Background: an optimization exercise with open tools, aiming at small area. Do not read the settings as production practice.
Where RTL was checked, it was by simulation tests only, not by an equivalence proof against the original.
For run 8, only the layout was checked, not whether the RTL still works.
No activity file was given, so power comes from the tool's default toggle rates.

[run.sh]
#!/bin/bash
# synth_recipe.tcl (not shown) runs the flow's synth.tcl, then flattens the netlist and writes it again
# the make line also repeats each setting of config.mk as NAME=value (left out here)
make -C /OpenROAD-flow-scripts/flow DESIGN_CONFIG=/design/flow/config.mk WORK_HOME=/design/flow/orfs CLKGATE_MAP_FILE= SYNTH_SCRIPT=/design/flow/synth_recipe.tcl finish
[config.mk]
export PLATFORM = sky130hd
export DESIGN_NAME = data_mem_responder
export DESIGN_NICKNAME = data_mem_responder
export VERILOG_FILES = /design/flow/design.v
export SDC_FILE = /design/flow/constraint.sdc
export NUM_CORES = 4
export LEC_CHECK = 0
export CAP_MARGIN = 20
export CORE_MARGIN = 2
export CORE_UTILIZATION = 40
export SLEW_MARGIN = 20
export SYNTH_HIERARCHICAL = 1
[constraint.sdc]
create_clock -name core_clock -period 6.0 [get_ports {clk}]
set_input_delay 1.2000 -clock core_clock [delete_from_list [all_inputs] [get_ports {clk}]]
set_output_delay 1.2000 -clock core_clock [all_outputs]
set_load 0.01 [all_outputs]
[design.v]
package dmem_pkg;
    localparam int DMEM_DEPTH = 32;
    localparam int DMEM_IDX_W = 5;
endpackage
module dmem_array
#(
    parameter int DATA_W = 32,
    parameter int DEPTH  = dmem_pkg::DMEM_DEPTH,
    parameter int IDX_W  = dmem_pkg::DMEM_IDX_W
) (
    input  logic              clk,
    input  logic              i_clr,
    input  logic              i_we,
    input  logic [IDX_W-1:0]  i_waddr,
    input  logic [DATA_W-1:0] i_wdata,
    input  logic [3:0]        i_rlo,
    input  logic [DEPTH/4-1:0] i_rhi,
    input  logic              i_show,
    output logic [DATA_W-1:0] o_rdata,
    output logic              o_zero
);
    logic                         r_par;
    logic [DEPTH-1:0][DATA_W-1:0] r_bits;
    logic [DEPTH-1:0][DATA_W-1:0] w_next;
    logic [DEPTH-1:0]             w_row_a;
    logic [DEPTH-1:0]             w_row_b;
    logic [DEPTH-1:0]             w_rsel_n;
    logic [DATA_W-1:0]            w_col_d;
    logic [DATA_W-1:0]            w_col_z;
    logic                         w_show0_n;
    logic                         w_show1_n;
    always_ff @(posedge clk) begin
        r_par <= ~r_par & ~i_clr;
    end
    always_comb begin
        for (int i = 0; i < DEPTH; i++) begin
            w_row_a[i]  = ~(i_we & ~i_clr & (i_waddr == IDX_W'(i)));
            w_row_b[i]  = ~w_row_a[i] | i_clr;
            w_rsel_n[i] = ~(i_rlo[i % 4] & i_rhi[i / 4]);
        end
    end
    assign w_col_d = i_wdata ^ {DATA_W{r_par}};
    for (genvar i = 0; i < DEPTH; i++) begin : g_row
        for (genvar j = 0; j < DATA_W; j++) begin : g_bit
            dmem_cell_nx u_nx (
                .i_a (w_row_a[i]),
                .i_b (w_row_b[i]),
                .i_d (w_col_d[j]),
                .i_s (r_bits[i][j]),
                .o_y (w_next[i][j])
            );
        end
    end
    always_ff @(posedge clk) begin
        r_bits <= w_next;
    end
    assign w_show0_n = ~(i_show & ~r_par);
    assign w_show1_n = ~(i_show & r_par);
    for (genvar j = 0; j < DATA_W; j++) begin : g_col
        logic [DEPTH-1:0] w_col_s;
        for (genvar i = 0; i < DEPTH; i++) begin : g_s
            assign w_col_s[i] = r_bits[i][j];
        end
        dmem_rd_col #(.DEPTH(DEPTH)) u_col (
            .i_sel_n   (w_rsel_n),
            .i_s       (w_col_s),
            .i_show0_n (w_show0_n),
            .i_show1_n (w_show1_n),
            .o_z       (w_col_z[j]),
            .o_q       (o_rdata[j])
        );
    end
    assign o_zero = r_par ? ~(|w_col_z) : (&w_col_z);
endmodule
module dmem_cell_nx (
    input  logic i_a,
    input  logic i_b,
    input  logic i_d,
    input  logic i_s,
    output logic o_y
);
    assign o_y = ~((i_a | i_d) & (i_b | i_s));
endmodule
module dmem_rd_col
#(
    parameter int DEPTH = dmem_pkg::DMEM_DEPTH
) (
    input  logic [DEPTH-1:0] i_sel_n,
    input  logic [DEPTH-1:0] i_s,
    input  logic             i_show0_n,
    input  logic             i_show1_n,
    output logic             o_z,
    output logic             o_q
);
    logic [DEPTH/2-1:0] w_pz;
    for (genvar k = 0; k < DEPTH / 2; k++) begin : g_pair
        dmem_rd_pair u_pair (
            .i_sel_n0 (i_sel_n[2*k]),
            .i_s0     (i_s[2*k]),
            .i_sel_n1 (i_sel_n[2*k+1]),
            .i_s1     (i_s[2*k+1]),
            .o_z      (w_pz[k])
        );
    end
    assign o_z = |w_pz;
    dmem_rd_out u_out (
        .i_z       (o_z),
        .i_show0_n (i_show0_n),
        .i_show1_n (i_show1_n),
        .o_q       (o_q)
    );
endmodule
module dmem_rd_pair (
    input  logic i_sel_n0,
    input  logic i_s0,
    input  logic i_sel_n1,
    input  logic i_s1,
    output logic o_z
);
    assign o_z = ~((i_sel_n0 | i_s0) & (i_sel_n1 | i_s1));
endmodule
module dmem_rd_out (
    input  logic i_z,
    input  logic i_show0_n,
    input  logic i_show1_n,
    output logic o_q
);
    assign o_q = ~(i_z ? i_show1_n : i_show0_n);
endmodule
module data_mem_responder
#(
    parameter int DATA_W = 32,
    parameter int ADDR_W = 10,
    parameter int DEPTH  = dmem_pkg::DMEM_DEPTH
) (
    input  logic              clk,
    input  logic              reset,
    input  logic              req_valid,
    output logic              req_ready,
    input  logic              req_write,
    input  logic [ADDR_W-1:0] req_addr,
    input  logic [DATA_W-1:0] req_wdata,
    output logic              resp_valid,
    input  logic              resp_ready,
    output logic [DATA_W-1:0] resp_rdata,
    output logic              resp_err,
    output logic              resp_zero
);
    localparam int IDX_W = dmem_pkg::DMEM_IDX_W;
    logic               r_wait;
    logic               r_resp;
    logic [3:0]         r_rlo;
    logic [DEPTH/4-1:0] r_rhi;
    logic               r_load;
    logic               r_err;
    logic               r_zero;
    logic               w_idle;
    logic               w_accept;
    logic               w_in_range;
    logic               w_mem_we;
    logic               w_mem_zero;
    assign w_idle     = ~r_wait & ~r_resp;
    assign w_accept   = req_valid & w_idle;
    assign w_in_range = (req_addr[ADDR_W-1:IDX_W] == '0);
    assign w_mem_we   = w_accept & req_write & w_in_range;
    dmem_array #(
        .DATA_W (DATA_W),
        .DEPTH  (DEPTH),
        .IDX_W  (IDX_W)
    ) u_array (
        .clk     (clk),
        .i_clr   (reset),
        .i_we    (w_mem_we),
        .i_waddr (req_addr[IDX_W-1:0]),
        .i_wdata (req_wdata),
        .i_rlo   (r_rlo),
        .i_rhi   (r_rhi),
        .i_show  (r_resp & r_load),
        .o_rdata (resp_rdata),
        .o_zero  (w_mem_zero)
    );
    always_ff @(posedge clk) begin
        if (reset) begin
            r_wait <= 1'b0;
            r_resp <= 1'b0;
        end else begin
            r_wait <= w_accept;
            r_resp <= r_wait | (r_resp & ~resp_ready);
        end
    end
    always_ff @(posedge clk) begin
        if (w_idle) begin
            for (int k = 0; k < 4; k++)
                r_rlo[k] <= (req_addr[1:0] == 2'(k));
            for (int k = 0; k < DEPTH / 4; k++)
                r_rhi[k] <= (req_addr[IDX_W-1:2] == (IDX_W-2)'(k));
            r_load <= ~req_write & w_in_range;
            r_err  <= ~w_in_range;
        end
    end
    always_ff @(posedge clk) begin
        r_zero <= ~r_load | w_mem_zero;
    end
    assign req_ready  = w_idle;
    assign resp_valid = r_resp;
    assign resp_err   = r_resp & r_err;
    assign resp_zero  = r_resp & r_zero;
endmodule
==> results of run 1 <==
[layer usage]
layer | global-route usage | up-vias | share of wire
met5 | 0 | - | 0.00041
met4 | 0.1920 | 10 | 0.064
met3 | 0.1021 | 403 | 0.12
met2 | 0.4461 | 2190 | 0.41
met1 | 0.4182 | 15624 | 0.40
li1 | - | 13465 | -
[modules after synthesis, one instance, submodules excluded, excerpt]
| module | cell area [µm²] | cells | copies in the design | flip-flops and latches |
|---|---|---|---|---|
| data_mem_responder | 653.1 | 44 | 1 | 17 |
| dmem_cell_nx | 6.256 | 1 | 1024 | 0 |
| dmem_rd_out | 10.01 | 1 | 32 | 0 |
| dmem_rd_pair | 6.256 | 1 | 512 | 0 |
[report_power, final]
group	total, µW	internal, µW	switching (µW)
registers	7740	7450	290
clock network	6560	3810	2740
logic	2340	736	1610
[cell type report]
class / count / share of cell area
Tap cell: 1070 / 0.03239
Inverter: 1 / 0.00009083
Antenna cell: 2 / 0.0001211
Sequential cell: 1042 / 0.5082
Clock buffer: 153 / 0.07475
Multi-Input combinational cell: 1925 / 0.3105
Timing Repair Buffer: 305 / 0.06503
Clock inverter: 39 / 0.008840
[state kept, by name (all words and copies together), names as in the netlist]
register,cells
u_array.r_bits,1024
r_load,1
r_zero,1
r_rlo,4
r_resp,1
r_rhi,8
u_array.r_par,1
r_wait,1
r_err,1
[logic make-up (layout without fill, tap and decap cells)]
logic type | Yosys count | in the layout
other | 0 | 2
AOI/OAI and AO/OA | 1538 | 1538
DFF | 1042 | 1042
xor gates and xnor gates | 32 | 32
muxes | 32 | 32
buffers and inverters | 15 | 498
and+or+nand+nor | 323 | 323
[layout by cell type, fill, tap and decap left out, types with 3 or more instances in the layout]
| cell type | count |
|---|---|
| buf_12 | 9 |
| nor4_1 | 114 |
| dfxtp_1 | 1027 |
| buf_4 | 210 |
| buf_16 | 4 |
| nand2_1 | 68 |
| nor3_1 | 4 |
| nand4_1 | 39 |
| nor3b_1 | 3 |
| nand2b_1 | 37 |
| clkbuf_16 | 106 |
| o22ai_1 | 1536 |
| and2_1 | 5 |
| nor2_1 | 11 |
| edfxtp_1 | 14 |
| inv_6 | 4 |
| nor2b_1 | 4 |
| clkinv_2 | 27 |
| nor4_2 | 20 |
| clkbuf_8 | 26 |
| xor2_4 | 32 |
| clkbuf_1 | 21 |
| clkdlybuf4s50_1 | 82 |
| bufinv_16 | 6 |
| mux2i_1 | 32 |
[through the flow]
step                      cell area, µm²    util  std cells  TNS (ps)  total power [µW]
final                              41330  0.5033       4537    -68.92             16630
after floorplan                    33150       -       2982         0              8788
after global routing               41320  0.5033       4535         0             17050
after CTS                          41250  0.5023       4533         0             16530
after detailed placement           37790  0.4603       4341         0             10070
after global placement             37730  0.4595       4339         0             10010
[worst max-delay path by stage]
stage / slack, ps / cells past startpoint / end / startpoint
after CTS: 50 / 8 / resp_rdata[29] / r_rlo[2]$_DFFE_PP_
after global routing: 1 / 8 / resp_rdata[28] / r_rlo[2]$_DFFE_PP_
after global placement: 800 / 8 / resp_rdata[29] / r_rlo[2]$_DFFE_PP_
final: -70 / 8 / resp_rdata[28] / r_rlo[2]$_DFFE_PP_
after floorplan: 1930 / 7 / u_array.r_bits[256]$_DFF_P_ / req_addr[6]
after detailed placement: 760 / 8 / resp_rdata[29] / r_rlo[2]$_DFFE_PP_
==> flow_summary.json, run 1 <==
{
  "clkLatencyLatePin_ps": 660,
  "cts-root-buf": "clkbuf_16",
  "synth_top_flop_cell": "dfxtp_1",
  "r2r_start": "r_rlo[2]$_DFFE_PP_",
  "ant_nets": 0,
  "start_util": 0.4038,
  "wire_per_inst_um": 30.94,
  "die_w_um": 291.9,
  "grt_pass1_wl_um": 203000,
  "fp.dieH_um": 291.9,
  "synth_edf_count": 14,
  "cp_slowest_stage_delay_ps": 950,
  "setup_viol": 1,
  "gp_congestion": 0.9621,
  "rsz0062_at_grt": "no",
  "synth-xor-area-share": 0.008453,
  "io_buffers": 82,
  "path_cells": "nand2_1, buf_4, buf_4, o22ai_1, nor4_1, nand4_1, mux2i_1, clkdlybuf4s50_1",
  "max_clock_freq_mhz": 164.8,
  "synth_top_cell_area_share": 0.6207,
  "dr_total_vias": 31692,
  "regArea_um2": 21000,
  "cts_max_path_buffers": 3,
  "drive_above_1_share": 0.1307,
  "cts_tree": "built",
  "critPathArrivalTime_ps": 4870,
  "fin_crit_sh": 1.011,
  "finalCriticalPeriod_ps": 6069,
  "hold_buffers": 0,
  "clk_pin_slew_ps": 60,
  "syn_to_final_growth_pct": 24.65,
  "crit_top_cell": "buf_4",
  "num_rows": 105,
  "synthCells": 2982,
  "worstRegToRegCells": 11,
  "r2r_slack_ps": 910,
  "drc_errors": 0,
  "min_path_cells": 1,
  "ir_drop_v": 0.0002403,
  "finalHoldViolations": 0,
  "ys_ff_latch": 1042,
  "cts_resized": 0,
  "outcome": "finished with violations",
  "seq_area_frac_synth": 0.6334,
  "critPathBufInv": 3,
  "pwr_density_cell_nw_per_um2": 402.5,
  "finalClockSkew_ps": 20.07,
  "synth-compound-area-share": 0.2905,
  "io-pin-count": 83,
  "final_nets": 3425,
  "maxSlewHeadroom": 0.1534,
  "multi_input_area_um2": 12830,
  "synth_top_family_by_area": "compound AO/OA/AOI/OAI gates",
  "slew_viol_final": 0,
  "grt_usage": 0.3158,
  "grt_max_degree": 33,
  "drt-pass1-iter-count": 6,
  "synth_fa_ha_area_frac": 0,
  "dp_hpwl_um": 85460,
  "setup_slack_ps": -68.92,
  "async_flop_share": 0,
  "antenna_found_initial": 11,
  "critical_path.top_delay_family": "simple AND/OR/NAND/NOR gates",
  "htreeDepth": 3,
  "end_kind": "output port",
  "synth_commonest_cells": "1536 x o22ai_1, 1028 x dfxtp_1, 135 x nor4_1",
  "synth_area_leader_cell": "dfxtp_1",
  "first_iter_violations": 4587,
  "gr-total-overflow": 0,
  "cpMaxStageDelayCell": "nor4_1",
  "synth_area_leaders": "dfxtp_1 62%, o22ai_1 29%, nor4_1 2.5%",
  "synth_simple_gate_area_frac": 0.05616,
  "check.faults": "negative setup slack",
  "synth_most_common_cell": "o22ai_1",
  "ys_warn_count": 8,
  "p_leak_uw": 0.01510,
  "r2r_end": "r_zero$_DFF_P_",
  "dieArea_um2": 85210,
  "nFillCells": 7154,
  "place_ws_ps": 763.6,
  "post_cts_buffers": 0,
  "hold_end": "u_array.r_bits[546]$_DFF_P_",
  "worstPathRequired_ps": 4800,
  "cts_made_buffers": 103,
  "netlist_area_um2": 33150,
  "drv_cap": 0,
  "syn_area_per_cell_um2": 11.12,
  "start_kind": "register",
  "worstMarginPinSlew_ps": 1259,
  "synthMuxAreaShare": 0.009661,
  "synth_cell_type_count": 31,
  "hold_class": "reg2reg",
  "timing.hold.ws_ps": 444.2,
  "via_per_inst": 6.985,
  "worstPathMaxFanout": 14,
  "cts_sinks": 1042,
  "grt_pass1_vias": 30284,
  "wirelength_um": 140400,
  "core_um2": 82110,
  "min-delay-start": "u_array.r_bits[546]$_DFF_P_",
  "syn-num-nets": 3029,
  "critPathKind": "reg2out"
}
==> inputs of run 2 (changes only) <==
==> flow/run.sh (new file) <==
#!/bin/bash
# Standard ORFS layout (the standard.sh) with three knobs changed:
#  - port buffers use the small sky130_fd_sc_hd__buf_1 (repair may upsize);
#  - CTS inserts no dummy loads;
#  - CTS leaf clustering set below.
# Everything else, synthesis included, is the standard flow.
set -euo pipefail
export BUFFER_PORTS_ARGS="-buffer_cell sky130_fd_sc_hd__buf_1"
export CTS_ARGS="-sink_clustering_enable -repair_clock_nets -dont_use_dummy_load"
bash standard.sh > standard_flow.log 2>&1
==> standard.sh (new file) <==
#!/bin/bash
# synth_recipe.tcl (not shown) runs the flow's synth.tcl, then flattens the netlist and writes it again
# the make line also repeats each setting of config.mk as NAME=value (left out here)
make -C /OpenROAD-flow-scripts/flow DESIGN_CONFIG=/design/flow/config.mk WORK_HOME=/design/flow/orfs CLKGATE_MAP_FILE= SYNTH_SCRIPT=/design/flow/synth_recipe.tcl "${@:-finish}"
removed: run.sh
==> flow_summary.json, run 2 <==
{
  "outcome": "no timing/DRC/antenna violations",
  "synth_edf_count": 14,
  "synth_commonest_cells": "1536 x o22ai_1, 1028 x dfxtp_1, 135 x nor4_1",
  "gp_congestion": 0.9532,
  "dp_hpwl_um": 82930,
  "place_ws_ps": 1226,
  "worstPathRequired_ps": 4800,
  "drc_errors": 0,
  "final_cell_mix": "1536 x o22ai_1, 1027 x dfxtp_1, 182 x buf_4",
  "fp.dieH_um": 291.9,
  "synth_area_leader_cell": "dfxtp_1",
  "finalClockSkew_ps": 76.60,
  "drt-pass1-iter-count": 7,
  "clkLatencyLatePin_ps": 680,
  "synth_area_leaders": "dfxtp_1 62%, o22ai_1 29%, nor4_1 2.5%",
  "synth_most_common_cell": "o22ai_1",
  "grt_max_degree": 38,
  "path_cells": "nand2_1, buf_4, o22ai_1, nor4_1, nand4_1, mux2i_1, buf_1",
  "fin_tns_setup_ps": 0,
  "worstPathMaxFanout": 19,
  "seq_area_frac_synth": 0.6334,
  "ant_nets": 0,
  "via_per_inst": 6.950,
  "final_nets": 3394,
  "end_kind": "output port",
  "synth_top_cell_area_share": 0.6207,
  "netlist_area_um2": 33150,
  "core_um2": 82110,
  "critPathArrivalTime_ps": 4450,
  "grt_pass1_vias": 28901,
  "final_common_cell": "o22ai_1",
  "dr_total_vias": 30691,
  "die_w_um": 291.9,
  "p_leak_uw": 0.01428,
  "finalHoldViolations": 0,
  "first_iter_violations": 4387,
  "ir_drop_v": 0.0002318,
  "post_cts_buffers": 0,
  "synthCells": 2982,
  "cts_max_path_buffers": 3,
  "cts_sinks": 1042,
  "dieArea_um2": 85210,
  "start_util": 0.4038,
  "pwr_density_cell_nw_per_um2": 390.4,
  "worstMarginPinSlew_ps": 1243,
  "grt_usage": 0.3055,
  "grt_pass1_wl_um": 196800,
  "antenna_found_initial": 12,
  "htreeDepth": 3,
  "ys_warn_count": 8,
  "cts-root-buf": "clkbuf_16",
  "wire_per_inst_um": 30.52,
  "cts_tree": "built",
  "clk_pin_slew_ps": 60,
  "maxSlewHeadroom": 0.1635,
  "cp_slowest_stage_delay_ps": 1040,
  "setup_viol": 0,
  "top_register": "u_array.r_bits",
  "io-pin-count": 83,
  "syn_to_final_growth_pct": 19.64,
  "cts_made_buffers": 104,
  "fin_crit_sh": 0.9418,
  "num_rows": 105,
  "cpMaxStageDelayCell": "nor4_1",
  "hold_class": "reg2reg",
  "start_kind": "register",
  "synth_top_flop_cell": "dfxtp_1",
  "io_buffers": 82,
  "gr-total-overflow": 0,
  "wirelength_um": 134800,
  "syn-num-nets": 3029,
  "max_clock_freq_mhz": 177.0,
  "drive_above_1_share": 0.1046,
  "largest_reg_flops": 1024,
  "slew_viol_final": 0,
  "syn_area_per_cell_um2": 11.12,
  "async_flop_share": 0,
  "ys_ff_latch": 1042,
  "largestRegisters": "u_array.r_bits (1024), r_rhi (8), r_rlo (4)",
  "rsz0062_at_grt": "no",
  "setup_slack_ps": 349.0,
  "cts_resized": 0,
  "hold_buffers": 0,
  "finalCriticalPeriod_ps": 5651,
  "drv_cap": 0,
  "synth_cell_type_count": 31,
  "critPathKind": "reg2out"
}
[run 2: cell counts after synthesis]
Identical to the previous run, type by type.
[run 2: kinds of logic after synthesis]
logic type      count (synthesis)  synth area share
simple gates                  323           0.05616
buf+inv                        15          0.001849
mux                            32          0.009661
flops                        1042            0.6334
xor+xnor                       32          0.008454
compound gates               1538            0.2905
[run 2: worst paths after layout]
| path | startpoint | endpoint | slack, ps | cells past startpoint |
|---|---|---|---|---|
| worst max-delay path | r_rlo[1]$_DFFE_PP_ | resp_rdata[31] | 350 | 7 |
| worst min-delay path | u_array.r_bits[34]$_DFF_P_ | u_array.r_bits[34]$_DFF_P_ | 440 | 1 |
| worst max register to register | r_rlo[1]$_DFFE_PP_ | r_zero$_DFF_P_ | 1090 | 10 |
| worst min register to register | u_array.r_bits[34]$_DFF_P_ | u_array.r_bits[34]$_DFF_P_ | 440 | 1 |
[run 2: through the flow]
stage / instance area (µm²) / hold slack, ps / total power, µW / std cells / util
2_1_floorplan: 33150 / 411.9 / 8788 / 2982 / -
3_3_place_gp: 36890 / 436.1 / 9934 / 4307 / 0.4493
3_5_place_dp: 36990 / 441.5 / 9974 / 4310 / 0.4505
4_1_cts: 39590 / 449.0 / 15390 / 4414 / 0.4822
5_1_grt: 39660 / 456.6 / 15860 / 4415 / 0.4831
6_report: 39670 / 444.2 / 15490 / 4416 / 0.4831
[run 2: power breakdown]
group / leakage [µW] / switching, µW / total [µW] / internal [µW]
clock network: 0.00128 / 2500 / 5520 / 3020
registers: 0.00877 / 282 / 7730 / 7450
logic: 0.00423 / 1570 / 2230 / 663
total: 0.0143 / 4360 / 15500 / 11100
[run 2: final cells by class]
cell class              count  area (µm²)
inverters                   1       3.754
fillers                  7460       42440
repair buffers            273        1884
clock buffers             104        2603
well taps                1070        1339
diodes                      1       2.502
multi-input cells        1925       12830
flip-flops and latches   1042       21000
[run 2: layer usage]
layer | GRT usage | up-vias | routed length (µm)
met4 | 0.1494 | 24 | 6608
met5 | 0 | - | 319
li1 | - | 13362 | -
met3 | 0.09522 | 342 | 16910
met2 | 0.4310 | 1971 | 55470
met1 | 0.4213 | 14992 | 55480
[run 2: modules after synthesis (local to each module, per instance), excerpt]
module	area (µm²)	cells	copies in the design	flops+latches
data_mem_responder	653.1	44	1	17
dmem_cell_nx	6.256	1	1024	0
dmem_rd_pair	6.256	1	512	0
dmem_rd_out	10.01	1	32	0
[run 2: worst max-delay path: cells and delay by family (launching register included)]
| family | cells | cell delay (ps) |
|---|---|---|
| compound gates | 1 | 130 |
| mux | 1 | 250 |
| flops | 1 | 640 |
| buf+inv | 2 | 580 |
| simple gates | 3 | 2150 |
==> inputs of run 3 (changes only) <==
--- a/flow/run.sh
+++ b/flow/run.sh
@@ -8,3 +8,3 @@
 export BUFFER_PORTS_ARGS="-buffer_cell sky130_fd_sc_hd__buf_1"
-export CTS_ARGS="-sink_clustering_enable -repair_clock_nets -dont_use_dummy_load"
+export CTS_ARGS="-sink_clustering_enable -repair_clock_nets -dont_use_dummy_load -buf_list sky130_fd_sc_hd__clkbuf_4 -root_buf sky130_fd_sc_hd__clkbuf_16"
 bash standard.sh > standard_flow.log 2>&1
==> flow_summary.json, run 3 <==
{
  "synth_edf_count": 14,
  "cts_made_buffers": 282,
  "final_cell_mix": "1536 x o22ai_1, 1027 x dfxtp_1, 249 x clkbuf_4",
  "synth_simple_gate_area_frac": 0.05616,
  "cp_slowest_stage_delay_ps": 1040,
  "p_leak_uw": 0.01455,
  "wirelength_um": 136700,
  "critPathBufInv": 2,
  "worstMarginPinSlew_ps": 1310,
  "syn_area_per_cell_um2": 11.12,
  "final_common_cell": "o22ai_1",
  "finish.utilization": 0.4842,
  "largest_reg_flops": 1024,
  "synth-xor-area-share": 0.008453,
  "largestRegisters": "u_array.r_bits (1024), r_rhi (8), r_rlo (4)",
  "cts_resized": 0,
  "synthMuxAreaShare": 0.009661,
  "drive_above_1_share": 0.1496,
  "die_w_um": 291.9,
  "via_per_inst": 6.905,
  "first_iter_violations": 4672,
  "core_um2": 82110,
  "seq_area_frac_synth": 0.6334,
  "grt_pass1_wl_um": 199700,
  "regArea_um2": 21000,
  "syn-num-nets": 3029,
  "synth_most_common_cell": "o22ai_1",
  "hold_class": "reg2reg",
  "htreeDepth": 5,
  "dp_cells": 4310,
  "ant_nets": 0,
  "dieArea_um2": 85210,
  "top_register": "u_array.r_bits",
  "critPathKind": "reg2out",
  "start_kind": "register",
  "num_rows": 105,
  "synth_area_leader_cell": "dfxtp_1",
  "dr_total_vias": 31765,
  "start_util": 0.4038,
  "cpMaxStageDelayCell": "nor4_1",
  "netlist_area_um2": 33150,
  "pwr_density_cell_nw_per_um2": 389.9,
  "fin_area_um2": 39760,
  "fp.dieH_um": 291.9,
  "synth-compound-area-share": 0.2905,
  "gr-total-overflow": 0,
  "ys_ff_latch": 1042,
  "finalHoldViolations": 0,
  "critical_path.top_delay_family": "simple AND/OR/NAND/NOR gates",
  "rsz0062_at_grt": "no",
  "synthCells": 2982,
  "io_buffers": 82,
  "drt-pass1-iter-count": 8,
  "finalClockSkew_ps": 29.55,
  "synth_top_family_by_area": "compound AO/OA/AOI/OAI gates",
  "setup_viol": 0,
  "clk_pin_slew_ps": 60,
  "ys_warn_count": 8,
  "end_kind": "output port",
  "cts_tree": "built",
  "antenna_found_initial": 11,
  "gp_congestion": 0.9532,
  "io-pin-count": 83,
  "grt_max_degree": 38,
  "grt_usage": 0.3103,
  "cts-root-buf": "clkbuf_16",
  "synth_top_cell_area_share": 0.6207,
  "drv_cap": 0,
  "worstPathMaxFanout": 19,
  "worstPathRequired_ps": 4800,
  "clkLatencyLatePin_ps": 740,
  "fin_cells": 4600,
  "slew_viol_final": 0,
  "wire_per_inst_um": 29.72,
  "synth_cell_type_count": 31,
  "nFillCells": 7568,
  "synth_fa_ha_area_frac": 0,
  "finalCriticalPeriod_ps": 5717,
  "cp-startpoint": "r_rlo[1]$_DFFE_PP_",
  "timing.hold.ws_ps": 444.6,
  "syn_to_final_growth_pct": 19.92,
  "post_cts_buffers": 0,
  "grt_pass1_vias": 30109,
  "outcome": "no timing/DRC/antenna violations",
  "async_flop_share": 0,
  "fin_crit_sh": 0.9529,
  "dpl_cell_area_um2": 36990,
  "cts_sinks": 1042,
  "maxSlewHeadroom": 0.1186,
  "synth_top_flop_cell": "dfxtp_1",
  "cts_max_path_buffers": 4,
  "hold_buffers": 0,
  "min-delay-start": "u_array.r_bits[122]$_DFF_P_",
  "max_clock_freq_mhz": 174.9,
  "final_nets": 3572,
  "multi_input_area_um2": 12820,
  "drc_errors": 0,
  "r2r_start": "r_rlo[1]$_DFFE_PP_",
  "critPathArrivalTime_ps": 4520,
  "fin_tns_setup_ps": 0,
  "path_cells": "nand2_1, buf_4, o22ai_1, nor4_1, nand4_1, mux2i_1, buf_1",
  "dp_hpwl_um": 82930,
  "synth_area_leaders": "dfxtp_1 62%, o22ai_1 29%, nor4_1 2.5%",
  "ir_drop_v": 0.0002015,
  "synth_commonest_cells": "1536 x o22ai_1, 1028 x dfxtp_1, 135 x nor4_1"
}
[run 3: changes by cell type in the layout (fill, tap and decap cells not counted), sizes merged]
cell    before  now
clkbuf     104  282
diode        1    7
[run 3: through the flow]
step	power (µW)	setup slack (ps)
floorplan	8788	1934
global placement	9934	1219
detailed placement	9974	1226
CTS	15430	443.6
global route	15990	265.7
finish	15500	282.6
[run 3: cells by family (layout without fill, tap and decap cells)]
group / Yosys count / count (layout)
AO/OA/AOI/OAI: 1538 / 1538
flip-flops: 1042 / 1042
AND/OR/NAND/NOR: 323 / 323
XOR/XNOR: 32 / 32
multiplexers: 32 / 32
buffers and inverters: 15 / 556
other: 0 / 7
[run 3: worst paths after layout]
| kind | to | slack (ps) | cells after the start |
|---|---|---|---|
| worst min-delay path | u_array.r_bits[122]$_DFF_P_ | 440 | 1 |
| worst max register to register | r_zero$_DFF_P_ | 1080 | 10 |
| worst max-delay path | resp_rdata[31] | 280 | 7 |
| worst min register to register | u_array.r_bits[122]$_DFF_P_ | 440 | 1 |
[run 3: final cells by class]
type	count	share of cell area
Antenna cell	7	0.0004406
Inverter	1	0.00009441
Timing Repair Buffer	273	0.04739
Tap cell	1070	0.03367
Multi-Input combinational cell	1925	0.3223
Sequential cell	1042	0.5283
Clock buffer	282	0.06778
[run 3: where the power goes]
group          leakage, µW  internal (µW)  switching [µW]  total (µW)
Combinational      0.00422            661            1580        2240
Clock              0.00155           2870            2660        5530
Sequential         0.00877           7450             282        7730
Total               0.0145          11000            4520       15500
[run 3: layer usage]
layer  global-route usage  up-vias  share of wire
met1               0.4245    15397           0.41
met4               0.1582       16          0.046
met3               0.1018      347           0.13
met5                    0        -         0.0015
met2               0.4351     2229           0.41
li1                     -    13776              -
[run 3: per-module statistics from Yosys (local to each module, per instance), a selection]
module | cell area, µm² | flops+latches
data_mem_responder | 653.1 | 17
dmem_cell_nx | 6.256 | 0
dmem_rd_out | 10.01 | 0
dmem_rd_pair | 6.256 | 0
==> inputs of run 4 (changes only) <==
--- a/flow/run.sh
+++ b/flow/run.sh
@@ -8,3 +8,3 @@
 export BUFFER_PORTS_ARGS="-buffer_cell sky130_fd_sc_hd__buf_1"
-export CTS_ARGS="-sink_clustering_enable -repair_clock_nets -dont_use_dummy_load -buf_list sky130_fd_sc_hd__clkbuf_4 -root_buf sky130_fd_sc_hd__clkbuf_16"
+export CTS_ARGS="-sink_clustering_enable -repair_clock_nets -dont_use_dummy_load -buf_list sky130_fd_sc_hd__clkbuf_8 -root_buf sky130_fd_sc_hd__clkbuf_16"
 bash standard.sh > standard_flow.log 2>&1
==> flow_summary.json, run 4 <==
{
  "outcome": "no timing/DRC/antenna violations",
  "ant_nets": 0,
  "clk_pin_slew_ps": 60,
  "grt_pass1_vias": 29139,
  "num_rows": 105,
  "p_leak_uw": 0.01420,
  "synth_top_cell_area_share": 0.6207,
  "cts_resized": 0,
  "max_clock_freq_mhz": 175.1,
  "drv_cap": 0,
  "top_register": "u_array.r_bits",
  "place_ws_ps": 1226,
  "fin_crit_sh": 0.9519,
  "clkLatencyLatePin_ps": 720,
  "end_kind": "output port",
  "pwr_density_cell_nw_per_um2": 379.4,
  "slew_viol_final": 0,
  "fin_cells": 4477,
  "first_iter_violations": 4417,
  "setup_slack_ps": 288.7,
  "cts_made_buffers": 166,
  "seq_area_frac_synth": 0.6334,
  "worstPathRequired_ps": 4800,
  "rsz0062_at_grt": "no",
  "finalPower_uw": 14930,
  "pwr-share-seq": 0.518,
  "worstMarginPinSlew_ps": 1298,
  "num_antenna_cells": 0,
  "post_cts_buffers": 0,
  "dp_hpwl_um": 82930,
  "fin_tns_setup_ps": 0,
  "met2_usage": 0.4303,
  "hold_class": "reg2reg",
  "finalCriticalPeriod_ps": 5711,
  "finalHoldViolations": 0,
  "syn-num-nets": 3029,
  "power.switching_uw": 4366,
  "grt_max_degree": 38,
  "async_flop_share": 0,
  "synthCells": 2982,
  "wire_per_inst_um": 30.25,
  "grtUsageMet1": 0.4245,
  "multi_input_area_um2": 12820,
  "largest_reg_flops": 1024,
  "grt-busiest-layer": "met2",
  "regArea_um2": 21000,
  "synth_top_flop_cell": "dfxtp_1",
  "synth_cell_type_count": 31,
  "maxSlewHeadroom": 0.1265,
  "syn_to_final_growth_pct": 18.69,
  "die_w_um": 291.9,
  "synth_most_common_cell": "o22ai_1",
  "gr-total-overflow": 0,
  "io-pin-count": 83,
  "synth_area_leaders": "dfxtp_1 62%, o22ai_1 29%, nor4_1 2.5%",
  "start_kind": "register",
  "final_cell_mix": "1536 x o22ai_1, 1027 x dfxtp_1, 182 x buf_4",
  "ir_drop_v": 0.0002415,
  "fp.dieH_um": 291.9,
  "cts_max_path_buffers": 3,
  "pwr-share-comb": 0.150,
  "dr_total_vias": 30924,
  "io_buffers": 82,
  "core_um2": 82110,
  "dp_cells": 4310,
  "wirelength_um": 135400,
  "final_common_cell": "o22ai_1",
  "antenna_found_initial": 12,
  "drc_errors": 0,
  "critPathArrivalTime_ps": 4510,
  "cts_sinks": 1042,
  "via_per_inst": 6.907,
  "p_int_uw": 10560,
  "drt-pass1-iter-count": 6,
  "finish.utilization": 0.4793,
  "grt_usage": 0.3072,
  "nFillCells": 7517,
  "critPathKind": "reg2out",
  "synth_edf_count": 14,
  "swShare": 0.2925,
  "final_nets": 3456,
  "dieArea_um2": 85210,
  "drive_above_1_share": 0.1206,
  "largestRegisters": "u_array.r_bits (1024), r_rhi (8), r_rlo (4)",
  "ys_ff_latch": 1042,
  "htreeDepth": 4,
  "cts-root-buf": "clkbuf_16",
  "finalClockSkew_ps": 77.13,
  "grtUsageMet3": 0.09591,
  "synth_commonest_cells": "1536 x o22ai_1, 1028 x dfxtp_1, 135 x nor4_1",
  "start_util": 0.4038,
  "gp_congestion": 0.9532,
  "hold_buffers": 0,
  "netlist_area_um2": 33150,
  "worstPathMaxFanout": 19,
  "ys_warn_count": 8,
  "setup_viol": 0,
  "syn_area_per_cell_um2": 11.12,
  "cts_tree": "built",
  "p_clk_frac": 0.332,
  "grt_pass1_wl_um": 197200,
  "synth_area_leader_cell": "dfxtp_1"
}
-- run 4: cell counts after synthesis --
Identical to the previous run, type by type.
-- run 4: per-layer routing --
metal  up-vias  share of wire
li1      13467              -
met1     15153           0.42
met2      1929           0.41
met3       355           0.12
met4        20          0.049
met5         -        0.00083
-- run 4: path summary, 6_finish.rpt --
kind	from	end	slack, ps	cells past startpoint
min	u_array.r_bits[284]$_DFF_P_	u_array.r_bits[284]$_DFF_P_	440	1
min reg2reg	u_array.r_bits[284]$_DFF_P_	u_array.r_bits[284]$_DFF_P_	440	1
max reg2reg	r_rlo[1]$_DFFE_PP_	r_zero$_DFF_P_	970	10
max	r_rlo[1]$_DFFE_PP_	resp_rdata[29]	290	7
-- run 4: area by class of cell --
cell class,count,share of cell area
Tap cell,1070,0.03402
Clock buffer,166,0.05834
Multi-Input combinational cell,1925,0.3259
Sequential cell,1042,0.5338
Timing Repair Buffer,273,0.04788
Inverter,1,0.00009539
-- run 4: power groups by stage --
stage          Sequential (µW)  Clock (µW)  Combinational, µW
2_1_floorplan             7790           0               1000
3_5_place_dp              7850           0               2120
5_1_grt                   7780        5260               2270
6_report                  7730        4960               2230
3_3_place_gp              7860           0               2080
4_1_cts                   7720        4980               2120
-- run 4: worst max-delay path, cell delays in order, from the launching register on --
cell      delay (ps)
edfxtp_1         620
nand2_1          640
buf_4            410
o22ai_1          130
nor4_1          1080
nand4_1          470
mux2i_1          270
buf_1            170
-- run 4: per-module statistics from Yosys, one instance, submodules excluded, a selection --
module / cell area (µm²) / copies in the design
dmem_rd_pair: 6.256 / 512
data_mem_responder: 653.1 / 1
dmem_cell_nx: 6.256 / 1024
dmem_rd_out: 10.01 / 32
-- run 4: cells by family (layout without fill, tap and decap cells) --
group / after synthesis / after routing / synth area share
simple gates: 323 / 323 / 0.05616
buf+inv: 15 / 440 / 0.001849
compound gates: 1538 / 1538 / 0.2905
flops: 1042 / 1042 / 0.6334
mux: 32 / 32 / 0.009661
xor+xnor: 32 / 32 / 0.008454
-- run 4: stage by stage --
step                      hold WS [ps]  area (µm²)
after floorplan                  411.9       33150
after global placement           436.1       36890
after detailed placement         441.5       36990
after CTS                        447.9       39290
after global routing             456.1       39350
final                            442.6       39350
==> inputs of run 5 (changes only) <==
--- a/flow/run.sh
+++ b/flow/run.sh
@@ -8,3 +8,4 @@
 export BUFFER_PORTS_ARGS="-buffer_cell sky130_fd_sc_hd__buf_1"
-export CTS_ARGS="-sink_clustering_enable -repair_clock_nets -dont_use_dummy_load -buf_list sky130_fd_sc_hd__clkbuf_8 -root_buf sky130_fd_sc_hd__clkbuf_16"
+export CTS_ARGS="-sink_clustering_enable -repair_clock_nets -dont_use_dummy_load -buf_list sky130_fd_sc_hd__clkbuf_16 -root_buf sky130_fd_sc_hd__clkbuf_16 -sink_clustering_size 25 -sink_clustering_max_diameter 100"
+export RECOVER_POWER=100
 bash standard.sh > standard_flow.log 2>&1
==> flow_summary.json, run 5 <==
{
  "grt_pass1_vias": 28074,
  "start_util": 0.4038,
  "synth_top_cell_area_share": 0.6207,
  "wirelength_um": 133300,
  "htreeDepth": 2,
  "dieArea_um2": 85210,
  "via_per_inst": 6.969,
  "first_iter_violations": 4244,
  "final_nets": 3337,
  "worstPathMaxFanout": 17,
  "hold_buffers": 0,
  "finalHoldViolations": 0,
  "num_rows": 105,
  "synthMuxAreaShare": 0.009661,
  "start_kind": "register",
  "critPathKind": "reg2out",
  "dp_hpwl_um": 82930,
  "top_register": "u_array.r_bits",
  "finalClockSkew_ps": 68.26,
  "synth_cell_type_count": 31,
  "ir_drop_v": 0.0002198,
  "max_clock_freq_mhz": 171.9,
  "p_leak_uw": 0.01338,
  "end_kind": "output port",
  "antenna_found_initial": 9,
  "clk_pin_slew_ps": 110,
  "hold_class": "reg2reg",
  "drive_above_1_share": 0.07360,
  "largest_reg_flops": 1024,
  "setup_viol": 0,
  "ys_ff_latch": 1042,
  "finalPower_uw": 13500,
  "min-delay-start": "u_array.r_bits[13]$_DFF_P_",
  "synth_commonest_cells": "1536 x o22ai_1, 1028 x dfxtp_1, 135 x nor4_1",
  "gp_congestion": 0.9532,
  "pwr_density_cell_nw_per_um2": 355.8,
  "drc_errors": 0,
  "seq_area_frac_synth": 0.6334,
  "cts_sinks": 1042,
  "grt_pass1_wl_um": 194300,
  "synth_top_family_by_area": "compound AO/OA/AOI/OAI gates",
  "cts-root-buf": "clkbuf_16",
  "finish.utilization": 0.4619,
  "die_w_um": 291.9,
  "syn-num-nets": 3029,
  "fp.dieH_um": 291.9,
  "synth_area_leaders": "dfxtp_1 62%, o22ai_1 29%, nor4_1 2.5%",
  "fin_tns_setup_ps": 0,
  "gr-total-overflow": 0,
  "post_cts_buffers": 0,
  "drt-pass1-iter-count": 5,
  "synth_most_common_cell": "o22ai_1",
  "ys_warn_count": 8,
  "critPathArrivalTime_ps": 4620,
  "io-pin-count": 83,
  "worstMarginPinSlew_ps": 2467,
  "cts_max_path_buffers": 3,
  "dr_total_vias": 30400,
  "final_common_cell": "o22ai_1",
  "synth_area_leader_cell": "dfxtp_1",
  "cts_made_buffers": 47,
  "r2r_start": "r_rlo[2]$_DFFE_PP_",
  "regArea_um2": 21000,
  "check.faults": "max-capacitance violations, max-slew violations",
  "grt_max_degree": 38,
  "synth_top_flop_cell": "dfxtp_1",
  "multi_input_area_um2": 12760,
  "cp-startpoint": "r_rlo[2]$_DFFE_PP_",
  "largestRegisters": "u_array.r_bits (1024), r_rhi (8), r_rlo (4)",
  "final_cell_mix": "1536 x o22ai_1, 1027 x dfxtp_1, 132 x buf_4",
  "synth-compound-area-share": 0.2905,
  "grt_usage": 0.3008,
  "wire_per_inst_um": 30.56,
  "cts_tree": "built",
  "nFillCells": 7650,
  "rsz0062_at_grt": "no",
  "slew_viol_final": 839,
  "synthCells": 2982,
  "maxSlewHeadroom": -0.6450,
  "syn_to_final_growth_pct": 14.39,
  "synth_simple_gate_area_frac": 0.05616,
  "synth_fa_ha_area_frac": 0,
  "cts_resized": 0,
  "finalCriticalPeriod_ps": 5819,
  "outcome": "finished with violations",
  "syn_area_per_cell_um2": 11.12,
  "fin_crit_sh": 0.9698,
  "synth_edf_count": 14,
  "synth-xor-area-share": 0.008453,
  "io_buffers": 82,
  "min_path_cells": 1,
  "ant_nets": 0,
  "drv_cap": 28,
  "clkLatencyLatePin_ps": 660,
  "async_flop_share": 0,
  "core_um2": 82110,
  "netlist_area_um2": 33150,
  "worstRegToRegCells": 10,
  "worstPathRequired_ps": 4800
}
run 5: cell counts after synthesis:
Identical to the previous run, type by type.
run 5: logic make-up (layout without fill, tap and decap cells):
| group | after synthesis | count (layout) |
|---|---|---|
| compound gates | 1538 | 1538 |
| xor+xnor | 32 | 32 |
| buf+inv | 15 | 321 |
| flops | 1042 | 1042 |
| mux | 32 | 32 |
| other cells | 0 | 4 |
| simple gates | 323 | 323 |
run 5: stage by stage:
stage                     std cells  setup WS, ps  hold slack (ps)  area [µm²]
after floorplan                2982          1934            411.9       33150
after global placement         4307          1219            436.1       36890
after detailed placement       4310          1226            441.5       36990
after CTS                      4357         547.2            453.1       38170
after global routing           4358         239.9            462.2       37920
final                          4362         181.1            451.5       37930
run 5: area by class of cell:
type | instances | area share
antenna | 4 | 0.0002639
clock buffer | 47 | 0.03101
inverter | 1 | 0.00009897
multi-input combinational | 1925 | 0.3366
sequential | 1042 | 0.5538
tap | 1070 | 0.03530
timing repair buffer | 273 | 0.04295
run 5: where the power goes:
part	internal (µW)	leakage, µW	switching (µW)
sequential	7440	0.00877	280
clock	1410	0.000579	2160
combinational	647	0.00403	1570
total	9490	0.0134	4000
run 5: final timing paths:
check,endpoint,slack (ps)
setup / recovery,resp_rdata[3],180
hold / removal,u_array.r_bits[13]$_DFF_P_,450
setup reg to reg,r_zero$_DFF_P_,820
hold reg to reg,u_array.r_bits[13]$_DFF_P_,450
run 5: worst max-delay path, cell delays in order, from the launching register on:
cell	delay (ps)
edfxtp_1	620
nand2_1	750
buf_4	340
o22ai_1	110
nor4_1	1240
nand4_1	440
mux2i_1	260
buf_1	170
run 5: routing by layer:
layer | vias to the layer above | track usage | part of all wire
met5 | - | 0 | 0.00047
met4 | 10 | 0.1267 | 0.045
met3 | 269 | 0.07398 | 0.11
met2 | 1924 | 0.4305 | 0.41
met1 | 14957 | 0.4301 | 0.43
li1 | 13240 | - | -
run 5: modules after synthesis, one instance, submodules excluded, a selection:
module,times used,flip-flops and latches,cells inside
dmem_rd_pair,512,0,1
data_mem_responder,1,17,44
dmem_rd_out,32,0,1
dmem_cell_nx,1024,0,1
==> inputs of run 6 (changes only) <==
--- a/flow/run.sh
+++ b/flow/run.sh
@@ -9,3 +9,2 @@
 export CTS_ARGS="-sink_clustering_enable -repair_clock_nets -dont_use_dummy_load -buf_list sky130_fd_sc_hd__clkbuf_16 -root_buf sky130_fd_sc_hd__clkbuf_16 -sink_clustering_size 25 -sink_clustering_max_diameter 100"
-export RECOVER_POWER=100
 bash standard.sh > standard_flow.log 2>&1
==> flow_summary.json, run 6 <==
{
  "fin_crit_sh": 0.9335,
  "num_rows": 105,
  "ys_ff_latch": 1042,
  "cts_max_path_buffers": 3,
  "cts_resized": 0,
  "end_kind": "output port",
  "cts_made_buffers": 47,
  "drt-pass1-iter-count": 6,
  "hold_buffers": 0,
  "finish.utilization": 0.4655,
  "dp_hpwl_um": 82930,
  "slew_viol_final": 0,
  "drc_errors": 0,
  "maxSlewHeadroom": 0.1156,
  "finalCriticalPeriod_ps": 5601,
  "syn_to_final_growth_pct": 15.28,
  "dr_total_vias": 30541,
  "critPathArrivalTime_ps": 4400,
  "io_buffers": 82,
  "async_flop_share": 0,
  "worstPathMaxFanout": 19,
  "top_register": "u_array.r_bits",
  "p_leak_uw": 0.01357,
  "synthCells": 2982,
  "finalPower_uw": 13500,
  "synth_top_cell_area_share": 0.6207,
  "cts-root-buf": "clkbuf_16",
  "syn_area_per_cell_um2": 11.12,
  "largest_reg_flops": 1024,
  "gr-total-overflow": 0,
  "setup_viol": 0,
  "final_nets": 3337,
  "wire_per_inst_um": 30.56,
  "pwr_density_cell_nw_per_um2": 353.3,
  "cts_sinks": 1042,
  "largestRegisters": "u_array.r_bits (1024), r_rhi (8), r_rlo (4)",
  "outcome": "no timing/DRC/antenna violations",
  "synth_commonest_cells": "1536 x o22ai_1, 1028 x dfxtp_1, 135 x nor4_1",
  "start_util": 0.4038,
  "core_um2": 82110,
  "synth_cell_type_count": 31,
  "syn-num-nets": 3029,
  "nFillCells": 7598,
  "fin_tns_setup_ps": 0,
  "final_cell_mix": "1536 x o22ai_1, 1027 x dfxtp_1, 182 x buf_4",
  "synth_area_leaders": "dfxtp_1 62%, o22ai_1 29%, nor4_1 2.5%",
  "drive_above_1_share": 0.08911,
  "post_cts_buffers": 0,
  "final_common_cell": "o22ai_1",
  "seq_area_frac_synth": 0.6334,
  "first_iter_violations": 4306,
  "path_cells": "nand2_1, buf_4, o22ai_1, nor4_1, nand4_1, mux2i_1, buf_1",
  "worstPathRequired_ps": 4800,
  "grt_pass1_wl_um": 194300,
  "finalClockSkew_ps": 64.16,
  "antenna_found_initial": 9,
  "multi_input_area_um2": 12800,
  "dieArea_um2": 85210,
  "synth_edf_count": 14,
  "grt_usage": 0.3008,
  "synth_area_leader_cell": "dfxtp_1",
  "synth_top_flop_cell": "dfxtp_1",
  "die_w_um": 291.9,
  "cts_tree": "built",
  "drv_cap": 0,
  "via_per_inst": 7.003,
  "clkLatencyLatePin_ps": 660,
  "synth_most_common_cell": "o22ai_1",
  "gp_congestion": 0.9532,
  "io-pin-count": 83,
  "hold_class": "reg2reg",
  "finalHoldViolations": 0,
  "cpMaxStageDelayCell": "nor4_1",
  "regArea_um2": 21000,
  "rsz0062_at_grt": "no",
  "ant_nets": 0,
  "clk_pin_slew_ps": 100,
  "timing.hold.ws_ps": 450.4,
  "critPathKind": "reg2out",
  "ys_warn_count": 8,
  "wirelength_um": 133300,
  "netlist_area_um2": 33150,
  "max_clock_freq_mhz": 178.5,
  "start_kind": "register",
  "fp.dieH_um": 291.9,
  "cp_slowest_stage_delay_ps": 1000,
  "grt_max_degree": 38,
  "worstMarginPinSlew_ps": 1316,
  "grt_pass1_vias": 28074,
  "htreeDepth": 2,
  "ir_drop_v": 0.0002175
}
==> run 6: changes by cell type in the layout (fill, tap and decap cells not counted), moves of 5 or more <==
cell,before,now
buf_4,132,182
clkbuf_1,50,0
clkbuf_2,11,0
buf_1,76,82
buf_12,0,5
nor4_1,124,119
nor4_2,10,15
==> run 6: cell families after synthesis <==
family,share of synthesized area
xor gates and xnor gates,0.008454
and+or+nand+nor,0.05616
AOI/OAI and AO/OA,0.2905
buffers and inverters,0.001849
DFF,0.6334
muxes,0.009661
==> run 6: Yosys stat by module (local to each module, per instance), excerpt <==
module / cells / flip-flops and latches / area (µm²)
dmem_rd_pair: 1 / 0 / 6.256
dmem_rd_out: 1 / 0 / 10.01
dmem_cell_nx: 1 / 0 / 6.256
data_mem_responder: 44 / 17 / 653.1
==> run 6: per-layer routing <==
| layer | global-route usage | part of all wire |
|---|---|---|
| met2 | 0.4305 | 0.41 |
| met4 | 0.1267 | 0.044 |
| met5 | 0 | 0.00052 |
| met3 | 0.07398 | 0.12 |
| met1 | 0.4301 | 0.42 |
==> run 6: layout make-up <==
| class | instances | area share |
|---|---|---|
| antenna | 3 | 0.0001964 |
| timing repair buffer | 273 | 0.04930 |
| tap | 1070 | 0.03503 |
| clock buffer | 47 | 0.03077 |
| inverter | 1 | 0.00009821 |
| sequential | 1042 | 0.5496 |
| multi-input combinational | 1925 | 0.3350 |
==> run 6: worst paths after layout <==
| check | from | end | slack, ps | cells after the start |
|---|---|---|---|---|
| max | r_rlo[0]$_DFFE_PP_ | resp_rdata[29] | 400 | 7 |
| min | u_array.r_bits[284]$_DFF_P_ | u_array.r_bits[284]$_DFF_P_ | 450 | 1 |
| max reg2reg | r_rlo[0]$_DFFE_PP_ | r_zero$_DFF_P_ | 1070 | 10 |
| min reg2reg | u_array.r_bits[284]$_DFF_P_ | u_array.r_bits[284]$_DFF_P_ | 450 | 1 |
==> run 6: critical path: cells and delay by family, from the launching register on <==
kind / cells / cell delay [ps]
buffers and inverters: 2 / 590
muxes: 1 / 260
AOI/OAI and AO/OA: 1 / 130
and+or+nand+nor: 3 / 2100
DFF: 1 / 650
==> run 6: metrics by stage <==
step                      area (µm²)  setup slack, ps  cells
after floorplan                33150             1934   2982
after global placement         36890             1219   4307
after detailed placement       36990             1226   4310
after CTS                      38170            547.2   4357
after global routing           38210            386.5   4358
final                          38220            398.8   4361
==> run 6: report_power, final <==
part           switching, µW  internal (µW)  total (µW)
clock network           2150           1410        3560
registers                281           7440        7720
logic                   1570            659        2230
total                   4000           9500       13500
==> inputs of run 7 (changes only) <==
==> flow/run.sh (replaced) <==
#!/bin/bash
# Standard ORFS layout (the standard.sh, synthesis included) with these
# knobs changed:
#  - before floorplan, combinational cells are put back to drive 1
#    (flow/downsize.tcl); repair sizes up where needed;
#  - port buffers use the small sky130_fd_sc_hd__buf_1 (repair may upsize);
#  - CTS inserts no dummy loads, and clusters up to 25 sinks per
#    clkbuf_16 leaf buffer.
set -euo pipefail
export PRE_FLOORPLAN_TCL="$PWD/flow/downsize.tcl"
export BUFFER_PORTS_ARGS="-buffer_cell sky130_fd_sc_hd__buf_1"
export CTS_ARGS="-sink_clustering_enable -repair_clock_nets -dont_use_dummy_load -buf_list sky130_fd_sc_hd__clkbuf_16 -root_buf sky130_fd_sc_hd__clkbuf_16 -sink_clustering_size 25 -sink_clustering_max_diameter 100"
bash standard.sh > standard_flow.log 2>&1
==> flow/downsize.tcl (new file) <==
# Before floorplan: put every combinational cell that synthesis sized up
# back to its drive-1 variant (same function); the later repair steps size
# up again only where slew, capacitance or timing need it.
set db [ord::get_db]
set block [ord::get_db_block]
set n 0
foreach inst [$block getInsts] {
  set name [[$inst getMaster] getName]
  if { ![regexp {^(sky130_fd_sc_hd__[a-z0-9]+)_([0-9]+)$} $name -> base drive] } {
    continue
  }
  if { $drive <= 1 } {
    continue
  }
  if { [regexp {df|dl|buf|inv|conb|tap|fill|decap} $base] } {
    continue
  }
  set m1 [$db findMaster ${base}_1]
  if { $m1 ne "NULL" && $m1 ne "" } {
    $inst swapMaster $m1
    incr n
  }
}
puts "downsize.tcl: $n instances set to drive 1"
==> flow_summary.json, run 7 <==
{
  "outcome": "no timing/DRC/antenna violations",
  "worstPathRequired_ps": 4800,
  "ir_drop_v": 0.0001925,
  "worstMarginPinSlew_ps": 1275,
  "wire_per_inst_um": 29.39,
  "finalPower_uw": 13460,
  "hold_class": "reg2reg",
  "p_int_uw": 9524,
  "die_w_um": 291.8,
  "critPathKind": "reg2out",
  "hold_buffers": 0,
  "synth_top_cell_area_share": 0.6207,
  "pwr_density_cell_nw_per_um2": 351.6,
  "end_kind": "output port",
  "min_path_cells": 1,
  "wirelength_um": 128200,
  "final_nets": 3338,
  "start_kind": "register",
  "fp.dieH_um": 291.8,
  "drc_errors": 0,
  "io_buffers": 82,
  "grt_pass1_vias": 27523,
  "num_rows": 105,
  "htreeDepth": 2,
  "clk_pin_slew_ps": 100,
  "finalCriticalPeriod_ps": 5536,
  "synth_commonest_cells": "1536 x o22ai_1, 1028 x dfxtp_1, 135 x nor4_1",
  "syn_to_final_growth_pct": 15.58,
  "p_leak_uw": 0.01359,
  "gp_congestion": 0.9053,
  "via_per_inst": 6.871,
  "grt_max_degree": 34,
  "synth_area_leaders": "dfxtp_1 62%, o22ai_1 29%, nor4_1 2.5%",
  "top_register": "u_array.r_bits",
  "final_cell_mix": "1536 x o22ai_1, 1027 x dfxtp_1, 179 x buf_4",
  "cts_sinks": 1042,
  "largest_reg_flops": 1024,
  "drt-pass1-iter-count": 7,
  "drv_cap": 0,
  "power.switching_uw": 3939,
  "worstRegToRegCells": 10,
  "seq_area_frac_synth": 0.6334,
  "synth_most_common_cell": "o22ai_1",
  "finalHoldViolations": 0,
  "rsz0062_at_grt": "no",
  "synth_top_flop_cell": "dfxtp_1",
  "core_um2": 81980,
  "antenna_found_initial": 10,
  "grt_pass1_wl_um": 187200,
  "drive_above_1_share": 0.08908,
  "clkLatencyLatePin_ps": 630,
  "swShare": 0.2926,
  "syn-num-nets": 3029,
  "worstPathMaxFanout": 19,
  "p_clk_frac": 0.263,
  "cts-root-buf": "clkbuf_16",
  "fin_crit_sh": 0.9227,
  "syn_area_per_cell_um2": 11.11,
  "cts_max_path_buffers": 3,
  "io-pin-count": 83,
  "fin_tns_setup_ps": 0,
  "start_util": 0.4041,
  "r2r_slack_ps": 1180,
  "final_common_cell": "o22ai_1",
  "setup_viol": 0,
  "dr_total_vias": 29972,
  "cts_tree": "built",
  "synth_edf_count": 14,
  "grt_usage": 0.2882,
  "first_iter_violations": 3625,
  "r2r_end": "r_zero$_DFF_P_",
  "dieArea_um2": 85140,
  "synth_area_leader_cell": "dfxtp_1",
  "netlist_area_um2": 33130,
  "hold_end": "u_array.r_bits[372]$_DFF_P_",
  "min-delay-start": "u_array.r_bits[372]$_DFF_P_",
  "gr-total-overflow": 0,
  "slew_viol_final": 0,
  "finalClockSkew_ps": 43.07,
  "dp_hpwl_um": 80350,
  "pwr-share-seq": 0.573,
  "ant_nets": 0,
  "pwr-share-comb": 0.164,
  "synth_cell_type_count": 31,
  "post_cts_buffers": 0,
  "max_clock_freq_mhz": 180.6,
  "maxSlewHeadroom": 0.1419,
  "ys_ff_latch": 1042,
  "async_flop_share": 0,
  "critPathArrivalTime_ps": 4340,
  "synthCells": 2982,
  "largestRegisters": "u_array.r_bits (1024), r_rhi (8), r_rlo (4)",
  "cts_resized": 0,
  "r2r_start": "r_rlo[1]$_DFFE_PP_",
  "cts_made_buffers": 47,
  "ys_warn_count": 8
}
run 7: per-module statistics from Yosys, one instance, submodules excluded, a selection:
module              flip-flops and latches  cell area [µm²]  copies in the design
data_mem_responder                      17            653.1                     1
dmem_rd_pair                             0            6.256                   512
dmem_rd_out                              0            10.01                    32
dmem_cell_nx                             0            6.256                  1024
run 7: how the worst max path moves through the flow:
stage	startpoint	endpoint	slack, ps	cells after the start
2_1_floorplan	req_addr[6]	u_array.r_bits[125]$_DFF_P_	1800	7
5_1_grt	r_rlo[1]$_DFFE_PP_	resp_rdata[16]	560	7
3_3_place_gp	req_addr[6]	u_array.r_bits[861]$_DFF_P_	1330	10
3_5_place_dp	req_addr[6]	u_array.r_bits[893]$_DFF_P_	1240	10
6_report	r_rlo[2]$_DFFE_PP_	resp_rdata[15]	460	7
4_1_cts	r_rlo[2]$_DFFE_PP_	resp_rdata[15]	690	7
run 7: layer usage:
| layer | routed length, µm | share of wire | GRT usage | vias up |
|---|---|---|---|---|
| met1 | 55320 | 0.43 | 0.4115 | 14672 |
| met4 | 5598 | 0.044 | 0.1167 | 10 |
| met2 | 53950 | 0.42 | 0.4190 | 1743 |
| met5 | 57 | 0.00044 | 0 | - |
| met3 | 13250 | 0.10 | 0.06645 | 283 |
| li1 | - | - | - | 13264 |
run 7: kinds of logic after synthesis:
logic type,after synthesis,synth area share
XOR/XNOR,32,0.008454
buffers and inverters,15,0.001849
multiplexers,32,0.009661
AO/OA/AOI/OAI,1538,0.2905
flip-flops,1042,0.6334
AND/OR/NAND/NOR,323,0.05616
run 7: power groups by stage:
stage          Sequential, µW  Combinational [µW]  Clock (µW)
3_5_place_dp             7860                2100           0
4_1_cts                  7710                2100        3570
5_1_grt                  7770                2260        3800
2_1_floorplan            7790                 999           0
3_3_place_gp             7860                2060           0
6_report                 7720                2200        3540
run 7: critical path: stages (launching register included):
cell,delay [ps]
edfxtp_1,590
nand2_1,550
buf_4,390
o22ai_1,140
nor4_1,980
nand4_1,480
mux2i_1,380
buf_1,190
run 7: per-stage QoR:
stage	cells	utilization	worst slack (ps)	instance area [µm²]	hold slack, ps
finish	4362	0.4671	463.9	38290	450.5
global route	4359	0.4670	563.4	38280	461.0
CTS	4356	0.4660	686.3	38200	452.7
detailed placement	4309	0.4516	1239	37020	441.2
global placement	4305	0.4503	1329	36910	436.1
floorplan	2982	-	1797	33130	411.9
run 7: final cells by class:
type	instances	area [µm²]
Antenna cell	3	7.507
Tap cell	1070	1339
Fill cell	7648	43690
Inverter	1	3.754
Multi-Input combinational cell	1925	12800
Timing Repair Buffer	274	1964
Clock buffer	47	1176
Sequential cell	1042	21000
==> inputs of run 8 (changes only) <==
--- a/design.v
+++ b/design.v
@@ -12,7 +12,8 @@
     input  logic              i_clr,
-    input  logic              i_we,
-    input  logic [IDX_W-1:0]  i_waddr,
-    input  logic [DATA_W-1:0] i_wdata,
+    input  logic              i_kill,
+    input  logic [IDX_W-1:0]  i_kaddr,
+    input  logic              i_set,
+    input  logic [DATA_W-1:0] i_sdata,
     input  logic [3:0]        i_rlo,
-    input  logic [DEPTH/4-1:0] i_rhi,
+    input  logic [IDX_W-3:0]  i_rhi,
     input  logic              i_show,
@@ -24,4 +25,3 @@
     logic [DEPTH-1:0][DATA_W-1:0] w_next;
-    logic [DEPTH-1:0]             w_row_a;
-    logic [DEPTH-1:0]             w_row_b;
+    logic [DEPTH-1:0]             w_row_r;
     logic [DEPTH-1:0]             w_rsel_n;
@@ -36,8 +36,8 @@
         for (int i = 0; i < DEPTH; i++) begin
-            w_row_a[i]  = ~(i_we & ~i_clr & (i_waddr == IDX_W'(i)));
-            w_row_b[i]  = ~w_row_a[i] | i_clr;
-            w_rsel_n[i] = ~(i_rlo[i % 4] & i_rhi[i / 4]);
-        end
-    end
-    assign w_col_d = i_wdata ^ {DATA_W{r_par}};
+            w_rsel_n[i] = ~(i_rlo[i % 4] & (i_rhi == (IDX_W-2)'(i / 4)));
+            w_row_r[i]  = i_clr | (i_kill & (i_kaddr == IDX_W'(i))) |
+                          (i_set & ~w_rsel_n[i]);
+        end
+    end
+    assign w_col_d = {DATA_W{i_clr | i_kill}} | (i_sdata ^ {DATA_W{r_par}});
     for (genvar i = 0; i < DEPTH; i++) begin : g_row
@@ -45,5 +45,4 @@
             dmem_cell_nx u_nx (
-                .i_a (w_row_a[i]),
-                .i_b (w_row_b[i]),
-                .i_d (w_col_d[j]),
+                .i_r (w_row_r[i]),
+                .i_c (w_col_d[j]),
                 .i_s (r_bits[i][j]),
@@ -75,5 +74,4 @@
 module dmem_cell_nx (
-    input  logic i_a,
-    input  logic i_b,
-    input  logic i_d,
+    input  logic i_r,
+    input  logic i_c,
     input  logic i_s,
@@ -81,3 +79,3 @@
 );
-    assign o_y = ~((i_a | i_d) & (i_b | i_s));
+    assign o_y = ~((i_r & i_c) | i_s);
 endmodule
@@ -152,3 +150,3 @@
     logic [3:0]         r_rlo;
-    logic [DEPTH/4-1:0] r_rhi;
+    logic [IDX_W-3:0]   r_rhi;
     logic               r_load;
@@ -156,2 +154,3 @@
     logic               r_zero;
+    logic [DATA_W-1:0]  r_wdata;
     logic               w_idle;
@@ -172,5 +171,6 @@
         .i_clr   (reset),
-        .i_we    (w_mem_we),
-        .i_waddr (req_addr[IDX_W-1:0]),
-        .i_wdata (req_wdata),
+        .i_kill  (w_mem_we),
+        .i_kaddr (req_addr[IDX_W-1:0]),
+        .i_set   (r_wait & ~r_load & ~r_err),
+        .i_sdata (r_wdata),
         .i_rlo   (r_rlo),
@@ -194,4 +194,3 @@
                 r_rlo[k] <= (req_addr[1:0] == 2'(k));
-            for (int k = 0; k < DEPTH / 4; k++)
-                r_rhi[k] <= (req_addr[IDX_W-1:2] == (IDX_W-2)'(k));
+            r_rhi <= req_addr[IDX_W-1:2];
             r_load <= ~req_write & w_in_range;
@@ -199,2 +198,5 @@
         end
+    end
+    always_ff @(posedge clk) begin
+        r_wdata <= req_wdata;
     end
==> flow_summary.json, run 8 <==
{
  "multi_input_area_um2": 11370,
  "drv_cap": 0,
  "end_kind": "output port",
  "wirelength_um": 117500,
  "core_um2": 80550,
  "first_iter_violations": 3056,
  "clk_pin_slew_ps": 90,
  "finalClockSkew_ps": 96.13,
  "drc_errors": 0,
  "hold_buffers": 0,
  "grt_pass1_vias": 25273,
  "fp.dieH_um": 289.3,
  "p_clk_frac": 0.258,
  "htreeDepth": 2,
  "largest_reg_flops": 1024,
  "grt_usage": 0.2742,
  "worstPathRequired_ps": 4800,
  "dr_total_vias": 27129,
  "worstMarginPinSlew_ps": 1208,
  "critPathArrivalTime_ps": 4620,
  "dp_hpwl_um": 74860,
  "top_register": "u_array.r_bits",
  "pwr_density_cell_nw_per_um2": 380.6,
  "hold_class": "reg2reg",
  "p_leak_uw": 0.01364,
  "antenna_found_initial": 3,
  "cts_tree": "built",
  "fin_tns_setup_ps": 0,
  "setup_viol": 0,
  "die_w_um": 289.3,
  "io-pin-count": 83,
  "swShare": 0.2772,
  "nFillCells": 7434,
  "p_int_uw": 10170,
  "pwr-share-seq": 0.611,
  "cts-root-buf": "clkbuf_16",
  "wire_per_inst_um": 26.96,
  "grt_pass1_wl_um": 171200,
  "ant_nets": 0,
  "num_rows": 104,
  "ys_warn_count": 8,
  "io_buffers": 82,
  "drive_above_1_share": 0.06796,
  "max_clock_freq_mhz": 171.9,
  "gp_congestion": 0.9246,
  "finalCriticalPeriod_ps": 5819,
  "final_nets": 3345,
  "drt-pass1-iter-count": 6,
  "slew_viol_final": 0,
  "outcome": "no timing/DRC/antenna violations",
  "rsz0062_at_grt": "no",
  "fin_crit_sh": 0.9698,
  "cts_resized": 0,
  "start_util": 0.4042,
  "final_common_cell": "dfxtp_1",
  "critPathKind": "reg2out",
  "worstPathMaxFanout": 13,
  "pwr-share-comb": 0.131,
  "finish.utilization": 0.4592,
  "syn-num-nets": 3093,
  "synthCells": 3046,
  "final_cell_mix": "1059 x dfxtp_1, 1025 x a21oi_1, 512 x o22ai_1",
  "cts_made_buffers": 49,
  "clkLatencyLatePin_ps": 670,
  "post_cts_buffers": 0,
  "gr-total-overflow": 0,
  "power.switching_uw": 3902,
  "regArea_um2": 21490,
  "finalHoldViolations": 0,
  "maxSlewHeadroom": 0.1947,
  "ir_drop_v": 0.0002834,
  "via_per_inst": 6.224,
  "dieArea_um2": 83690,
  "start_kind": "register",
  "cts_max_path_buffers": 3,
  "grt_max_degree": 33,
  "cts_sinks": 1069,
  "largestRegisters": "u_array.r_bits (1024), r_wdata (32), r_rlo (4)"
}
## run 8: through the flow
step | hold WS [ps] | area, µm² | total power (µW) | setup WS (ps) | instances
5_1_grt | 418.7 | 36980 | 14600 | 36.91 | 4356
2_1_floorplan | 389.1 | 32560 | 9667 | 1384 | 3046
3_5_place_dp | 399.1 | 35690 | 10540 | 884.7 | 4305
3_3_place_gp | 397.1 | 35630 | 10490 | 821.3 | 4303
6_report | 406.8 | 36990 | 14080 | 181.5 | 4359
4_1_cts | 406.4 | 36920 | 14050 | 302.4 | 4354
## run 8: worst paths after layout
| path | startpoint | endpoint | slack, ps | depth (start not counted) |
|---|---|---|---|---|
| setup reg to reg | r_rhi[2]$_DFFE_PP_ | r_zero$_DFF_P_ | 790 | 11 |
| hold reg to reg | u_array.r_bits[98]$_DFF_P_ | u_array.r_bits[98]$_DFF_P_ | 410 | 1 |
| setup / recovery | r_rhi[2]$_DFFE_PP_ | resp_rdata[1] | 180 | 7 |
| hold / removal | u_array.r_bits[98]$_DFF_P_ | u_array.r_bits[98]$_DFF_P_ | 410 | 1 |
## run 8: worst max-delay path, stage by stage, from the launching register on
cell,delay [ps]
edfxtp_1,570
nor3b_1,830
nand2_1,940
o22ai_1,440
nor4_1,110
nand4_1,300
mux2i_1,570
buf_1,220
## run 8: final cells by class
cell class                 count  area share
inverter                       2   0.0002030
antenna                        3   0.0002030
timing repair buffer         224     0.04202
clock buffer                  49     0.03315
multi-input combinational   1952      0.3075
sequential                  1069      0.5811
tap                         1060     0.03586
## run 8: routing by layer
layer	global-route usage	vias up	wire (µm)
li1	-	12404	-
met1	0.3761	13128	50200
met2	0.4168	1329	50720
met3	0.04150	264	9893
met4	0.1464	4	6672
met5	0	-	26
## run 8: power groups by stage
| stage | registers, µW | logic [µW] | clock network [µW] |
|---|---|---|---|
| finish | 8600 | 1850 | 3630 |
| global route | 8710 | 1950 | 3930 |
| CTS | 8580 | 1800 | 3670 |
| detailed placement | 8730 | 1810 | 0 |
| global placement | 8740 | 1750 | 0 |
| floorplan | 8620 | 1050 | 0 |

static timing again, ports no longer ideal:
The flow's constraints put no driver on any port. The routed layouts listed below were extracted and timed again, unchanged, in two steps. Step 1 sets driving cells, clkbuf_16 on the clock port and buf_2 on the other inputs (assumed; they add their load-dependent delay and slew). Step 2, shift: input delay + t, output delay - t, t = (earliest + latest rising clock arrival at the registers) / 2. This alone moves slack from input paths to output paths. Slacks: no drivers / after step 1 / after step 2; pairs: no drivers / after step 1.
run	t (ns)	slack for setup (ns)	worst setup path after step 2	latest minus earliest clock arrival (ns)	slew at the worst register clock pin (ns)
run 1	0.716	-0.069 / -0.133 / 0.583	register to output	0.023 / 0.023	0.07 / 0.07
run 2	0.708	0.349 / 0.280 / 0.988	register to output	0.079 / 0.079	0.06 / 0.06
run 3	0.799	0.283 / 0.214 / 1.013	register to output	0.043 / 0.044	0.07 / 0.07
run 4	0.746	0.289 / 0.220 / 0.965	register to output	0.084 / 0.083	0.07 / 0.07
run 5	0.696	0.181 / 0.113 / -0.365	input to register	0.071 / 0.072	0.11 / 0.11
run 6	0.693	0.399 / 0.332 / 1.025	register to output	0.068 / 0.068	0.11 / 0.11
run 7	0.676	0.464 / 0.397 / 1.073	register to output	0.051 / 0.051	0.11 / 0.11
run 8	0.684	0.181 / 0.117 / 0.785	register to register	0.096 / 0.096	0.10 / 0.10
For run 5, which loses most, drivers alone change the setup slack by -0.068 ns; drivers and shift together by -0.546 ns.
